This is an optimization exercise on Yosys and OpenROAD, whose aim is small area, a short achievable clock period and few clock cycles per item, not a production implementation. RTL that was checked went through simulation tests only; none was proved equivalent to the original. Power is estimated from default activity; no workload was simulated.

Design pdec_updt_top, start of the top module:
module pdec_updt_top (
  input  logic         clk,
  input  logic         rst_n,
  input  logic         cfg_leaf_mode,
  input  logic [2:0]   cfg_jump_type,
  input  logic [1:0]   cfg_dcrc_num,
  input  logic         cfg_dcrc_mode,
  input  logic [2:0]   cfg_dcrc_ini,
  input  logic [23:0]  cfg_dcrc_idx,
  input  logic         dec_start,
  input  logic         upd_valid,
  input  logic [7:0]   srvl_bmp,
  input  logic [39:0]  pm_idx,
  input  logic [127:0] bit_val,
  input  logic [491:0] dcrc_info,
  output logic         upd_ready,
  output logic         upd_done,
  output logic [7:0]   list_wen,
  output logic [7:0]   list_waddr,
  output logic [31:0]  list_wdata,
  output logic [15:0]  path_stat,
  output logic         early_term
);
Size: about 1,900 cells after synthesis, ~770 I/O pins.
==> flow/config.mk <==
export PLATFORM = sky130hd
export DESIGN_NAME = pdec_updt_top
export DESIGN_NICKNAME = pdec_updt_top
export VERILOG_FILES = /design/flow/design.v
export SDC_FILE = /design/flow/constraint.sdc
export NUM_CORES = 4
export LEC_CHECK = 0
export CAP_MARGIN = 20
export CORE_AREA = 5 5 275 275
export DIE_AREA = 0 0 280 280
export SETUP_SLACK_MARGIN = 1.85
export SLEW_MARGIN = 20
export SYNTH_HIERARCHICAL = 1
export TNS_END_PERCENT = 5
==> flow/constraint.sdc <==
create_clock -name core_clock -period 5.0 [get_ports {clk}]
set_input_delay 1.0000 -clock core_clock [delete_from_list [all_inputs] [get_ports {clk}]]
set_output_delay 1.0000 -clock core_clock [all_outputs]
set_load 0.01 [all_outputs]
standard.sh (not shown) runs the stock make flow with config.mk's settings and CLKGATE_MAP_FILE= SYNTH_SCRIPT=/design/flow/synth_recipe.tcl, a recipe that flattens the netlist after the stock synthesis.
==> flow/flow/run.sh <==
#!/bin/bash
# Standard ORFS layout; the port buffers are the small sky130 buf_1
# instead of the delay buffer buffer_ports picks by default.
set -euo pipefail
bash standard.sh BUFFER_PORTS_ARGS="-buffer_cell sky130_fd_sc_hd__buf_1" finish > standard_flow.log 2>&1
==> next run, changes <==
--- a/flow/design.v
+++ b/flow/design.v
@@ -16,58 +16,37 @@
 );
   logic one_step;    
   assign one_step = upd_valid & ~(leaf_mode & (jump_type[2] ^ jump_type[1]));
   assign list_wen = (busy | one_step) ? srvl_bmp : 8'd0;
   assign upd_done = busy ? last : one_step;
 endmodule
-module pdec_reg8 (
-  input  logic       clk,
-  input  logic [7:0] d,
-  output logic [7:0] q
-);
-  always_ff @(posedge clk) q <= d;
-endmodule
 `timescale 1ns/1ps
 module pdec_cand_bits (
   input  logic [127:0] bit_val,
   input  logic [2:0]   m,
   output logic [31:0]  cand_bit
 );
   always_comb begin
     for (int c = 0; c < 32; c++)
       cand_bit[c] = bit_val[4*c+3] ^ (^(bit_val[4*c +: 3] & m));
   end
 endmodule
-module pdec_mux4 (
-  input  logic [3:0] d,
-  input  logic [1:0] s,
-  output logic       y
-);
-  assign y = d[s];
-endmodule
-module pdec_mux2 (
-  input  logic [1:0] d,
-  input  logic       s,
-  output logic       y
-);
-  assign y = s ? d[1] : d[0];
-endmodule
 module pdec_bsel (
   input  logic [31:0] d,
   input  logic [4:0]  s,
   output logic        y
 );
-  logic [7:0] l1;
-  logic [1:0] l2;
-  for (genvar k = 0; k < 8; k++) begin : g_l1
-    pdec_mux4 u (.d(d[4*k +: 4]), .s(s[1:0]), .y(l1[k]));
-  end
-  for (genvar k = 0; k < 2; k++) begin : g_l2
-    pdec_mux4 u (.d(l1[4*k +: 4]), .s(s[3:2]), .y(l2[k]));
+  logic [3:0] lo;
+  logic [7:0] hi;
+  logic [7:0] grp;
+  always_comb begin
+    for (int k = 0; k < 4; k++) lo[k] = (s[1:0] == 2'(k));
+    for (int k = 0; k < 8; k++) hi[k] = (s[4:2] == 3'(k));
+    for (int g = 0; g < 8; g++) grp[g] = |(d[4*g +: 4] & lo);
+    y = |(grp & hi);
   end
-  pdec_mux2 u_l3 (.d(l2), .s(s[4]), .y(y));
 endmodule
 module pdec_wout #(
   parameter int I = 0
 ) (
   input  logic       leaf_mode,
   input  logic [2:0] jump_type,
@@ -258,16 +237,16 @@
     if (!rst_n) last_q <= 1'b0;
     else        last_q <= busy_q & ~last_q & (wstep_q + 2'd1 == last_idx);
   end
   always_ff @(posedge clk) begin
     if (dec_start) mode_q <= cfg_dcrc_mode;
   end
-  logic [7:0] cnt_d, icnt_q;
-  assign cnt_d = dec_start ? 8'd0 : step_en ? cnt_q + 8'd1 : cnt_q;
-  always_ff @(posedge clk) cnt_q <= cnt_d;
-  pdec_reg8 u_icnt (.clk(clk), .d(cnt_d), .q(icnt_q));
+  always_ff @(posedge clk) begin
+    if (dec_start)      cnt_q <= 8'd0;
+    else if (step_en)   cnt_q <= cnt_q + 8'd1;
+  end
   assign upd_ready = ~busy_q;
   pdec_ctl_out u_ctl_out (
     .leaf_mode (cfg_leaf_mode),
     .jump_type (cfg_jump_type),
     .upd_valid (upd_valid),
     .busy      (busy_q),
@@ -334,13 +313,13 @@
   always_comb begin
     for (int j = 0; j < 3; j++) begin
       num_mask[j] = (j < cfg_dcrc_num);
       chk_nxt[j]  = num_mask[j] & ((dec_start ? 8'd0 : pos_nxt) == cfg_dcrc_idx[8*j +: 8]);
     end
   end
-  pdec_info_mux u_info (.d(dcrc_info), .c(icnt_q), .y(info_p1));
+  pdec_info_mux u_info (.d(dcrc_info), .c(cnt_q), .y(info_p1));
   always_ff @(posedge clk) begin
     if (dec_start || step_en) begin
       info_q <= (dec_start ? dcrc_info[2:0] : info_p1) & num_mask;
       chk_q  <= chk_nxt;
     end
   end
After rerunning: Final cell count is higher by 7.3%. Synthesized cell count rose by 11%. Critical path depth decreases by 3. Total power is higher by 4.6%. Register-to-register slack improved by 0.29 ns. Routed wire length falls by 1.7%.
No run of this note included a check of the RTL's function; only the layout flow was run.

========
main:
pdec_updt_top, a different RTL version from the one above (not shown whole).
Size: about 1,500 cells after synthesis, ~65 flip-flops, ~14,000 µm² of cells after synthesis.
clock: 5.0 ns
lec_check: 0
cap_margin: 20
core_area: 5 5 265 265
die_area: 0 0 270 270
setup_slack_margin: 1.5
slew_margin: 20
synth_hierarchical: 1
Scripts as last shown in full above: flow/flow/run.sh
Relative to main, the following input files were edited for the feature branch:
--- a/flow/design.v
+++ b/flow/design.v
@@ -67,15 +67,15 @@
 module pdec_info_mux (
   input  logic [491:0] d,
   input  logic [7:0]   c,
   output logic [2:0]   y
 );
   localparam int NG = 55;    
-  logic [3*NG-1:0] oh;
-  always_comb begin
-    for (int k = 0; k < 3*NG; k++) oh[k] = (k < 164) && (c == 8'(k));
+  logic [3*NG-1:0] oh;       
+  always_comb begin
+    for (int e = 0; e < 3*NG; e++) oh[e] = (e < 164) && (c == 8'(e + 255));
   end
   for (genvar j = 0; j < 3; j++) begin : g_bit
     logic [NG-1:0] yn;
     for (genvar g = 0; g < NG; g++) begin : g_grp
       if (3*g + 2 < 164) begin : g_full
         pdec_aoi222 u (.d({d[3*(3*g+2)+j], d[3*(3*g+1)+j], d[3*(3*g)+j]}),
@@ -152,55 +152,65 @@
     if (dec_start)      cnt_q <= 8'd0;
     else if (step_en)   cnt_q <= cnt_q + 8'd1;
   end
   assign upd_ready = ~busy_q;
   assign upd_done  = (accept & ~multi) | (busy_q & last);
   logic [3:0]    mask;
+  logic [2:0]    mask0, mask_q, mask_nxt;
+  logic [1:0]    nstep;
   logic [31:0]   cand_bit;
   logic [NP-1:0] cand_sel;
   always_comb begin
-    mask = 4'b1000;
     case (cfg_jump_type)
-      3'd2: if (cstep == 2'd0) mask = 4'b1010;
-      3'd3: if (cstep == 2'd0) mask = 4'b1100;
-      3'd4: if (cstep == 2'd0) mask = 4'b1010;
-            else if (cstep == 2'd1) mask = 4'b1100;
-      3'd5: if (cstep == 2'd0) mask = 4'b1111;
-            else if (cstep == 2'd1) mask = 4'b1010;
-            else if (cstep == 2'd2) mask = 4'b1100;
-      default: mask = 4'b1000;
+      3'd3:    mask0 = 3'b100;
+      3'd5:    mask0 = 3'b111;
+      default: mask0 = 3'b010;
     endcase
   end
+  assign nstep = cstep + 2'd1;
+  always_comb begin
+    mask_nxt = 3'b000;
+    case (cfg_jump_type)
+      3'd4: if (nstep == 2'd1) mask_nxt = 3'b100;
+      3'd5: if (nstep == 2'd1) mask_nxt = 3'b010;
+            else if (nstep == 2'd2) mask_nxt = 3'b100;
+      default: mask_nxt = 3'b000;
+    endcase
+  end
+  always_ff @(posedge clk) mask_q <= mask_nxt;
+  assign mask = {1'b1, busy_q ? mask_q : mask0};
   pdec_cand_bits u_cand (.bit_val(bit_val), .mask(mask), .cand_bit(cand_bit));
   for (genvar i = 0; i < NP; i++) begin : g_bmux
     pdec_mux32 u_mux (.d(cand_bit), .s(pm_idx[5*i +: 5]), .y(cand_sel[i]));
   end
   always_ff @(posedge clk) bit_q <= cand_sel;
   logic [NP-1:0] dec_bit;
   logic [2:0]    parent [NP];
-  logic          use_parent;
+  logic          use_parent, take_pm;
   assign use_parent = ~busy_q | (wstep_q == 2'd0);
+  assign take_pm    = ~busy_q & (~cfg_leaf_mode | is_rep);
   always_comb begin
     for (int i = 0; i < NP; i++) begin
       parent[i]  = is_rep ? pm_idx[5*i+1 +: 3] : pm_idx[5*i+2 +: 3];
-      dec_bit[i] = busy_q ? bit_q[i] : (pm_idx[5*i] & (~cfg_leaf_mode | is_rep));
+      dec_bit[i] = (busy_q & bit_q[i]) | (take_pm & pm_idx[5*i]);
       list_wdata[4*i +: 4] = {dec_bit[i], use_parent ? parent[i] : 3'(i)};
     end
   end
   assign list_wen   = step_en ? srvl_bmp : 8'd0;
   assign list_waddr = cnt_q;
-  logic [2:0] num_mask, info_q, chk_q, info_nxt, chk_nxt;
+  logic [2:0] num_mask, info_q, chk_q, info_nxt, info_p1, chk_nxt;
   logic [7:0] pos_nxt;
   assign pos_nxt = cnt_q + 8'd1;
   always_comb begin
     for (int j = 0; j < 3; j++) begin
       num_mask[j] = (j < cfg_dcrc_num);
       chk_nxt[j]  = num_mask[j] & ((dec_start ? 8'd0 : pos_nxt) == cfg_dcrc_idx[8*j +: 8]);
     end
   end
-  pdec_info_mux u_info (.d(dcrc_info), .c(dec_start ? 8'd0 : pos_nxt), .y(info_nxt));
+  pdec_info_mux u_info (.d(dcrc_info), .c(cnt_q), .y(info_p1));
+  assign info_nxt = dec_start ? dcrc_info[2:0] : info_p1;
   always_ff @(posedge clk) begin
     if (dec_start || step_en) begin
       info_q <= info_nxt & num_mask;
       chk_q  <= chk_nxt;
     end
   end
Findings:
Diff main -> the feature branch: post-placement cell count decreased by about 0.36% relative to the old numbers; core box area closely matched the old numbers; routed wire length decreased by about 11% relative to the old numbers; worst clock skew increased by 0.0098 ns relative to the old numbers. Taking main as the reference, in the feature branch final period demand of the worst path went down; starting utilization of the core area went down; number of cells on the critical path went down; length of routed wiring on met1 went down; cell area after layout went down. Looking at routed via count, the feature branch sits below main.
Testbench counts of the feature branch, summed over its fixed seeds: cycles 6,540, updates 3,072.
For main, only the layout was checked, not whether the RTL still works.

what the ideal ports hide:
Ports are ideal in the flow. The routed layouts listed here were re-timed in OpenROAD. Step 1: set_driving_cell puts a clkbuf_16 on clk and a buf_2 on each other input, an assumption about the parent block. Step 2 times the ports against the registers' clock, not the clock port: input delays grow and output delays shrink by t, the midpoint of the rising clock arrivals with the driver on. a / b / c = no drivers / after step 1 / after step 2; a / b = the first two.
| run | shift t [ns] | setup slack, ns | latest minus earliest clock arrival (ns) | worst data-port slew with drivers (ns) |
|---|---|---|---|---|
| the first run of note 1 | 0.427 | 1.360 / 1.360 / 1.043 | 0.014 / 0.014 | 0.21 |
| the second run of note 1 | 0.407 | 1.634 / 1.646 / 1.247 | 0.026 / 0.025 | 0.25 |
| main | 0.404 | 1.246 / 1.132 / 0.728 | 0.010 / 0.010 | 0.28 |
| the feature branch | 0.421 | 1.430 / 1.362 / 0.990 | 0.020 / 0.020 | 0.24 |
After both steps every run listed still meets setup and hold. The setup slack of main, which loses most, moves by -0.114 ns with the drivers and by -0.518 ns with both steps.
